From an optimization exercise on the open Yosys and OpenROAD flow, aimed at small area and few clock cycles; shortcuts taken in it are not production practice. Only simulation tests tie the RTL to the original design; equivalence was not proved.

==> module pw_conv_top, before the edit <==
module pw_conv_top (
    input  logic               ap_clk,
    input  logic               areset,
    input  logic               ap_start,
    input  logic [31:0]        num_weights,
    input  logic [31:0]        num_bias,
    input  logic [31:0]        num_pixels,
    input  logic [15:0]        cfg_quant_m,
    input  logic [4:0]         cfg_quant_n,
    input  logic               cfg_use_relu,
    input  logic [127:0]       param_data,
    input  logic               param_valid,
    input  logic [63:0]        pixel_data,
    input  logic               pixel_valid,
    output logic               ap_idle,
    output logic               ap_done,
    output logic               param_ready,
    output logic               pixel_ready,
    output logic [63:0]        out_data,
    output logic               out_valid,
    output logic               out_last
);
    localparam int PARAM_W     = 128;
    localparam int PIXEL_W     = 64;
    localparam int LANES       = 8;
    localparam int PARAM_BYTES = PARAM_W / 8;
    localparam int PIXEL_BYTES = PIXEL_W / 8;
    localparam int SIZE_W      = 32;
    localparam int LANE_W      = 8;
    localparam int BIAS_LANE_W = 16;
    localparam int WT_W        = LANES * LANE_W;
    localparam int MEM_DEPTH     = 16;
    localparam int MEM_AW        = 4;
    localparam int PARAM_IDX_LSB = 4;
    localparam int PIXEL_IDX_LSB = 3;
    localparam int RESET_CYCLES = 8;
    localparam int RST_CNT_W    = 3;
    localparam int QM_W    = 16;
    localparam int QN_W    = 5;
    localparam int ACC_W   = 17;
    localparam int SCALE_W = ACC_W + QM_W + 1;
    localparam int Q_MAX   = 127;
    localparam int Q_MIN   = -128;
    localparam logic [2:0] ST_IDLE         = 3'd0;
    localparam logic [2:0] ST_RESET        = 3'd1;
    localparam logic [2:0] ST_LOAD_WEIGHTS = 3'd2;
    localparam logic [2:0] ST_LOAD_BIAS    = 3'd3;
    localparam logic [2:0] ST_START        = 3'd4;
    localparam logic [2:0] ST_PROCESS      = 3'd5;
    localparam logic [2:0] ST_DONE         = 3'd6;
    logic        running;
    logic [3:0]  cur;
    logic [4:0]  wcnt, bcnt;
    logic [13:0] pcnt;
    logic        wfin, bfin, pfin, pfin_d;
    logic        start, active, full_load;
    logic [3:0]  nxt;
    logic [4:0]  wb, bb, wbase, bbase;
    logic [13:0] xb, pbase;
    logic        wph, bph, pph;
    logic        wwe, bwe, pfire;
    logic        w_ok, b_ok;
    logic [4:0]  wcnt_n, bcnt_n;
    logic [13:0] pcnt_n;
    assign wb = num_weights[8:4] + {4'd0, |num_weights[3:0]};
    assign bb = num_bias[8:4]    + {4'd0, |num_bias[3:0]};
    assign xb = num_pixels[16:3] + {13'd0, |num_pixels[2:0]};
    assign ap_done = running & wfin & bfin & pfin_d;
    assign ap_idle = ~running | ap_done;
    assign start   = ap_start & ap_idle;
    assign active  = start | (running & ~ap_done);
    assign full_load = (wb == 5'd16) && (bb == 5'd16);
    assign nxt       = (start && full_load) ? 4'd0 : cur + 4'd1;
    assign wbase = ap_done ? 5'd0  : wcnt;
    assign bbase = ap_done ? 5'd0  : bcnt;
    assign pbase = ap_done ? 14'd0 : pcnt;
    assign wph = active && (wbase < wb);
    assign bph = active && (wbase == wb) && (bbase < bb);
    assign pph = active && (pbase < xb);
    assign param_ready = (wph && (nxt == wbase[3:0])) || (bph && (nxt == bbase[3:0]));
    assign wwe = param_valid && wph && (nxt == wbase[3:0]);
    assign bwe = param_valid && bph && (nxt == bbase[3:0]);
    assign w_ok = (pbase >= {9'd0, wb}) || (pbase < {9'd0, wbase}) ||
                  ((pbase == {9'd0, wbase}) && wwe);
    assign b_ok = (pbase >= {9'd0, bb}) || (pbase < {9'd0, bbase}) ||
                  ((pbase == {9'd0, bbase}) && bwe);
    assign pixel_ready = pph && (nxt == pbase[3:0]) && w_ok && b_ok;
    assign pfire = pixel_valid && pixel_ready;
    assign wcnt_n = wbase + {4'd0, wwe};
    assign bcnt_n = bbase + {4'd0, bwe};
    assign pcnt_n = pbase + {13'd0, pfire};
    always_ff @(posedge ap_clk) begin
        if (areset) begin
            running <= 1'b0;
            cur     <= 4'd0;
            wcnt    <= '0;
            bcnt    <= '0;
            pcnt    <= '0;
            wfin    <= 1'b0;
            bfin    <= 1'b0;
            pfin    <= 1'b0;
            pfin_d  <= 1'b0;
        end else begin
            running <= active;
            cur     <= nxt;
            wcnt    <= active ? wcnt_n : 5'd0;
            bcnt    <= active ? bcnt_n : 5'd0;
            pcnt    <= active ? pcnt_n : 14'd0;
            wfin    <= active && (wcnt_n == wb);
            bfin    <= active && (bcnt_n == bb);
            pfin    <= active && (pcnt_n == xb);
            pfin_d  <= pfin && !ap_done;
        end
    end
    logic [63:0]  wring [16];
    logic [127:0] bring [16];
    logic [63:0]  w_in;
    logic [127:0] b_in;
    assign w_in = wwe ? param_data[63:0] : wring[15];
    assign b_in = bwe ? param_data       : bring[15];
    always_ff @(posedge ap_clk) begin
        wring[0] <= w_in;
        bring[0] <= b_in;
        for (int i = 1; i < 16; i++) begin
            wring[i] <= wring[i-1];
            bring[i] <= bring[i-1];
        end
    end
    logic [63:0]        pix_r;
    logic [16:0]        acc_n [LANES];
    logic [7:0]         q_n   [LANES];
    logic               v1, l1, v2, l2;
    logic [63:0]        out_r;
    logic [31:7]        keep_mask;
    logic [7:0]         m_s1, m_s2, m_s3;
    for (genvar g = 0; g < LANES; g++) begin : g_mac
        pw_mac u_mac (
            .p   (pix_r[g*8 +: 8]),
            .w   (wring[0][g*8 +: 8]),
            .b   (bring[0][g*16 +: 16]),
            .acc (acc_n[g])
        );
    end
    always_ff @(posedge ap_clk) begin
        if (areset) begin
            v1 <= 1'b0;
            v2 <= 1'b0;
        end else begin
            v1 <= pfire;
            v2 <= v1;
        end
        l1    <= pcnt_n == xb;
        l2    <= l1;
        pix_r <= pixel_data;
        for (int i = 0; i < LANES; i++) begin
            out_r[i*8 +: 8] <= q_n[i];
        end
    end
    always_comb begin
        for (int k = 0; k < 8; k++) begin
            m_s1[k] = (cfg_quant_m[2*k+1 -: 2] == 2'd1);
            m_s2[k] = (cfg_quant_m[2*k+1 -: 2] == 2'd2);
            m_s3[k] = (cfg_quant_m[2*k+1 -: 2] == 2'd3);
        end
    end
    always_comb begin
        for (int b = 7; b < 32; b++) begin
            keep_mask[b] = (6'(b) >= {1'b0, cfg_quant_n} + 6'd7);
        end
    end
    for (genvar g = 0; g < LANES; g++) begin : g_lane
        pw_requant u_rq (
            .acc       (acc_n[g]),
            .s1        (m_s1),
            .s2        (m_s2),
            .s3        (m_s3),
            .n         (cfg_quant_n),
            .relu      (cfg_use_relu),
            .keep_mask (keep_mask),
            .q         (q_n[g])
        );
    end
    assign out_data  = out_r;
    assign out_valid = v2;
    assign out_last  = l2;
endmodule
Settings: LEC_CHECK=0, ABC_AREA=1, CAP_MARGIN=20, CORE_MARGIN=2, CORE_UTILIZATION=55, CTS_CLUSTER_DIAMETER=70, CTS_CLUSTER_SIZE=35, GPL_TIMING_DRIVEN=0, PLACE_DENSITY=0.65, SLEW_MARGIN=20, SYNTH_HIERARCHICAL=1, SYNTH_MINIMUM_KEEP_SIZE=0; clock period 12.0 ns.
standard.sh (not shown) runs the stock make flow with config.mk's settings and CLKGATE_MAP_FILE= SYNTH_SCRIPT=/design/flow/synth_recipe.tcl, a recipe that flattens the netlist after the stock synthesis.
==> flow/flow/run.sh <==
#!/bin/bash
# The standard layout, with the input and output port buffers made of
# buf_2 cells instead of the delay cells buffer_ports picks by default.
# All tool output goes to standard.log; ORFS's own step logs stay under orfs/logs.
set -euo pipefail
export BUFFER_PORTS_ARGS="-buffer_cell sky130_fd_sc_hd__buf_2"
bash standard.sh > standard.log 2>&1
Testbench counts at the start, summed over its fixed seeds: cycles 15,701.
==> next run, changes <==
--- a/flow/design.v
+++ b/flow/design.v
@@ -1577,12 +1577,15 @@
     logic [3:0]  nxt;
     logic [4:0]  wb, bb, wbase, bbase;
     logic [13:0] xb, pbase;
     logic        wph, bph, pph;
     logic        wwe, bwe, pfire;
     logic        w_ok, b_ok;
+    logic        w_al, b_al, p_al;
+    logic        w_t8, b_t8, p_t8;
+    logic        psel;
     logic [4:0]  wcnt_n, bcnt_n;
     logic [13:0] pcnt_n;
     assign wb = num_weights[8:4] + {4'd0, |num_weights[3:0]};
     assign bb = num_bias[8:4]    + {4'd0, |num_bias[3:0]};
     assign xb = num_pixels[16:3] + {13'd0, |num_pixels[2:0]};
     assign ap_done = running & wfin & bfin & pfin_d;
@@ -1594,20 +1597,26 @@
     assign wbase = ap_done ? 5'd0  : wcnt;
     assign bbase = ap_done ? 5'd0  : bcnt;
     assign pbase = ap_done ? 14'd0 : pcnt;
     assign wph = active && (wbase < wb);
     assign bph = active && (wbase == wb) && (bbase < bb);
     assign pph = active && (pbase < xb);
-    assign param_ready = (wph && (nxt == wbase[3:0])) || (bph && (nxt == bbase[3:0]));
-    assign wwe = param_valid && wph && (nxt == wbase[3:0]);
-    assign bwe = param_valid && bph && (nxt == bbase[3:0]);
+    assign w_al = (nxt[2:0] == wbase[2:0]);
+    assign b_al = (nxt[2:0] == bbase[2:0]);
+    assign p_al = (nxt[2:0] == pbase[2:0]);
+    assign w_t8 = nxt[3] ^ wbase[3];
+    assign b_t8 = nxt[3] ^ bbase[3];
+    assign p_t8 = nxt[3] ^ pbase[3];
+    assign param_ready = (wph && w_al) || (bph && b_al);
+    assign wwe = param_valid && wph && w_al;
+    assign bwe = param_valid && bph && b_al;
     assign w_ok = (pbase >= {9'd0, wb}) || (pbase < {9'd0, wbase}) ||
                   ((pbase == {9'd0, wbase}) && wwe);
     assign b_ok = (pbase >= {9'd0, bb}) || (pbase < {9'd0, bbase}) ||
                   ((pbase == {9'd0, bbase}) && bwe);
-    assign pixel_ready = pph && (nxt == pbase[3:0]) && w_ok && b_ok;
+    assign pixel_ready = pph && p_al && w_ok && b_ok;
     assign pfire = pixel_valid && pixel_ready;
     assign wcnt_n = wbase + {4'd0, wwe};
     assign bcnt_n = bbase + {4'd0, bwe};
     assign pcnt_n = pbase + {13'd0, pfire};
     always_ff @(posedge ap_clk) begin
         if (areset) begin
@@ -1631,36 +1640,42 @@
             pfin    <= active && (pcnt_n == xb);
             pfin_d  <= pfin && !ap_done;
         end
     end
     logic [63:0]  wring [16];
     logic [127:0] bring [16];
-    logic [63:0]  w_in;
-    logic [127:0] b_in;
-    assign w_in = wwe ? param_data[63:0] : wring[15];
-    assign b_in = bwe ? param_data       : bring[15];
+    logic [63:0]  w_in0, w_in8;
+    logic [127:0] b_in0, b_in8;
+    assign w_in0 = (wwe && !w_t8) ? param_data[63:0] : wring[15];
+    assign w_in8 = (wwe &&  w_t8) ? param_data[63:0] : wring[7];
+    assign b_in0 = (bwe && !b_t8) ? param_data       : bring[15];
+    assign b_in8 = (bwe &&  b_t8) ? param_data       : bring[7];
     always_ff @(posedge ap_clk) begin
-        wring[0] <= w_in;
-        bring[0] <= b_in;
+        wring[0] <= w_in0;
+        bring[0] <= b_in0;
+        wring[8] <= w_in8;
+        bring[8] <= b_in8;
         for (int i = 1; i < 16; i++) begin
-            wring[i] <= wring[i-1];
-            bring[i] <= bring[i-1];
+            if (i != 8) begin
+                wring[i] <= wring[i-1];
+                bring[i] <= bring[i-1];
+            end
         end
     end
     logic [63:0]        pix_r;
     logic [16:0]        acc_n [LANES];
     logic [7:0]         q_n   [LANES];
     logic               v1, l1, v2, l2;
     logic [63:0]        out_r;
     logic [31:7]        keep_mask;
     logic [7:0]         m_s1, m_s2, m_s3;
     for (genvar g = 0; g < LANES; g++) begin : g_mac
         pw_mac u_mac (
             .p   (pix_r[g*8 +: 8]),
-            .w   (wring[0][g*8 +: 8]),
-            .b   (bring[0][g*16 +: 16]),
+            .w   (psel ? wring[8][g*8 +: 8]   : wring[0][g*8 +: 8]),
+            .b   (psel ? bring[8][g*16 +: 16] : bring[0][g*16 +: 16]),
             .acc (acc_n[g])
         );
     end
     always_ff @(posedge ap_clk) begin
         if (areset) begin
             v1 <= 1'b0;
@@ -1669,12 +1684,13 @@
             v1 <= pfire;
             v2 <= v1;
         end
         l1    <= pcnt_n == xb;
         l2    <= l1;
         pix_r <= pixel_data;
+        psel  <= p_t8;
         for (int i = 0; i < LANES; i++) begin
             out_r[i*8 +: 8] <= q_n[i];
         end
     end
     always_comb begin
         for (int k = 0; k < 8; k++) begin
Wire length climbs by about 4.5%.
Die area is higher by about 3%.
First-iteration DRC count grows by about 6%.
Core utilization increases by 0.23 points.
Clock skew rises by 0.010 ns.
Register-to-register slack gets worse by 0.22 ns.
Worst setup slack is worse by 0.22 ns.
Clock-buffer cell count climbs by 1.
Design area is higher by 3.6%.
Via count goes up by 4.6%.
Sequential share of layout area is lower by 1.3 points.
Testbench counts after the change, summed over its fixed seeds: cycles 15,005.

re-timing with driven ports:
The results above use ideal ports. As a check the final layouts listed here were re-extracted and re-timed, cells and wires unchanged. Step 1: set_driving_cell puts a clkbuf_16 on ap_clk and a buf_2 on each other input, an assumption about the parent block. Step 2 adds t to the input delays and takes it off the output delays; t is the mean of the earliest and latest rising clock arrival at the registers after step 1. Input paths then give back, and output paths get back, about the clock's delay inside the block. a / b / c = ideal ports / drivers / drivers and shift; a / b = the first two.
| run | t, ns | setup WS [ns] | pins driven straight from the clock port |
|---|---|---|---|
| the first run | 0.960 | 0.749 / 0.749 / 0.749 | 1 |
| the second run | 0.975 | 0.527 / 0.527 / 0.527 | 1 |
After both steps setup and hold are still met in every run listed.
